This design comes from an exercise in tuning for small area on the open sky130 flow, not from production work. Only simulation tests tie the RTL to the original design; equivalence was not proved.

==> run a <==
// register_file
module register_file #(
  parameter int unsigned ADDR_W = riscv_pkg::REG_ADDR_W,
  parameter int unsigned XLEN   = riscv_pkg::XLEN
) (
  input  logic              clk,
  input  logic              reset_n,
  input  logic              we3,
  input  logic [ADDR_W-1:0] ra1,
  input  logic [ADDR_W-1:0] ra2,
  input  logic [ADDR_W-1:0] wa3,
  input  logic [XLEN-1:0]   wd3,
  output logic [XLEN-1:0]   rd1,
  output logic [XLEN-1:0]   rd2
);
  localparam int unsigned NumRegs = 2 ** ADDR_W;
  logic [NumRegs-1:1][XLEN-1:0] mem_q;
  logic [NumRegs-1:1][XLEN-1:0] mem_d;
  logic [NumRegs-1:1]           valid_q;
  logic [NumRegs-1:1]           wsel;
  always_comb begin
    for (int i = 1; i < NumRegs; i++) begin
      wsel[i] = we3 && (wa3 == ADDR_W'(i));
    end
  end
  always_ff @(posedge clk or negedge reset_n) begin
    if (!reset_n) begin
      valid_q <= '0;
    end else begin
      valid_q <= valid_q | wsel;
    end
  end
  for (genvar i = 1; i < NumRegs; i++) begin : g_reg
    logic wsel_n;
    assign wsel_n = ~wsel[i];
    for (genvar b = 0; b < XLEN; b++) begin : g_bit
      rf_hold_mux u_hold (
        .q_i  (mem_q[i][b]),
        .wd_i (wd3[b]),
        .s_i  (wsel[i]),
        .ns_i (wsel_n),
        .d_o  (mem_d[i][b])
      );
    end
  end
  always_ff @(posedge clk) begin
    mem_q <= mem_d;
  end
  regfile_read_port #(
    .ADDR_W  (ADDR_W),
    .XLEN    (XLEN)
  ) u_read_port1 (
    .ra_i    (ra1),
    .regs_i  (mem_q),
    .valid_i (valid_q),
    .rd_o    (rd1)
  );
  regfile_read_port #(
    .ADDR_W  (ADDR_W),
    .XLEN    (XLEN)
  ) u_read_port2 (
    .ra_i    (ra2),
    .regs_i  (mem_q),
    .valid_i (valid_q),
    .rd_o    (rd2)
  );
endmodule
clock: 7.0 ns
lec_check: 0
cap_margin: 10
core_margin: 2
core_utilization: 40
slew_margin: 10
synth_hierarchical: 1
standard.sh (not shown) runs the stock make flow with config.mk's settings and CLKGATE_MAP_FILE= SYNTH_SCRIPT=/design/flow/synth_recipe.tcl, a recipe that flattens the netlist after the stock synthesis.
==> flow/flow/run.sh <==
#!/bin/bash
# The standard ORFS layout, with smaller port buffers and a clock tree built
# from smaller buffers in larger clusters, without dummy loads, and
# non-critical cells downsized after global routing. The make output
# goes to standard.log; each ORFS step also keeps its own log under orfs/logs/.
set -euo pipefail
bash standard.sh \
  "BUFFER_PORTS_ARGS=-buffer_cell sky130_fd_sc_hd__buf_1" \
  "CTS_ARGS=-sink_clustering_enable -repair_clock_nets -dont_use_dummy_load -sink_clustering_size 14 -sink_clustering_max_diameter 60 -buf_list {sky130_fd_sc_hd__clkbuf_4 sky130_fd_sc_hd__clkbuf_8}" \
  "RECOVER_POWER=100" \
  finish > standard.log 2>&1
==> run b (differences from run a) <==
==> flow/flow/run.sh (replaced) <==
#!/bin/bash
# The standard ORFS layout, with smaller port buffers and a clock tree built
# from smaller buffers in larger clusters, without dummy loads. The make output
# goes to standard.log; each ORFS step also keeps its own log under orfs/logs/.
set -euo pipefail
bash standard.sh \
  "BUFFER_PORTS_ARGS=-buffer_cell sky130_fd_sc_hd__buf_1" \
  "CTS_ARGS=-sink_clustering_enable -repair_clock_nets -dont_use_dummy_load -sink_clustering_size 16 -sink_clustering_max_diameter 80 -buf_list {sky130_fd_sc_hd__clkbuf_4 sky130_fd_sc_hd__clkbuf_8}" \
  finish > standard.log 2>&1
Settings changed: GPL_ROUTABILITY_DRIVEN set to 0.
==> results.yml <==
status:
  status: "finished with violations"
  checkFailReasons: "capacitance limit, slew limit"
timing:
  slew_violations: 1079
worst_setup_path:
  crit_top_cell: "nand4_1"
  critical-path-max-stage-delay_ns: 1.59
  critical_path_arrival_ns: 5.02
clocking:
  clock_latency_ns: 0.77
run:
  cap_violations: 34
placement:
  hpwlAfterDp_um: 109000
Source of the figures above: run a

==> results.yml <==
timing:
  worstMarginPinSlew_ns: 1.40
  slew_violations: 0
grt:
  grt_util_met3_pct: 13.8
worst_setup_path:
  r2r_end: "mem_q[509]"
  crit_path_end: "rd1[12]"
  critical_path_arrival_ns: 4.55
clocking:
  clock_latency_ns: 0.74
drt:
  finalWirelength_um: 184000
floorplan:
  die_x_um: 316
  start_util_pct: 40.3
status:
  status: "finished clean"
run:
  cap_violations: 0
Source of the figures above: run b

## separate check: timing with driven ports
How much do the figures lean on ideal ports? The routed layouts below were timed once more, with nothing changed but the port constraints.
Step 1 assumes that a clkbuf_16 drives the clock port and a buf_2 every other input.
Step 2, shift: input delay + t, output delay - t, t = (earliest + latest rising clock arrival at the registers) / 2. This alone moves slack from input paths to output paths.
Slacks: no drivers / after step 1 / after step 2; pairs: no drivers / after step 1.
| run | shift t [ns] | slack for setup (ns) | slew at the worst register clock pin (ns) | worst slew at a driven data input, ns | cell pins on the clock port's net |
|---|---|---|---|---|---|
| run a | 0.831 | 0.581 / 0.454 / 0.454 | 0.10 / 0.10 | 0.14 | 1 |
| run b | 0.791 | 1.052 / 0.928 / 0.928 | 0.11 / 0.11 | 0.15 | 1 |
For run a, which loses most, drivers alone change the setup slack by -0.127 ns; drivers and shift together by -0.127 ns.
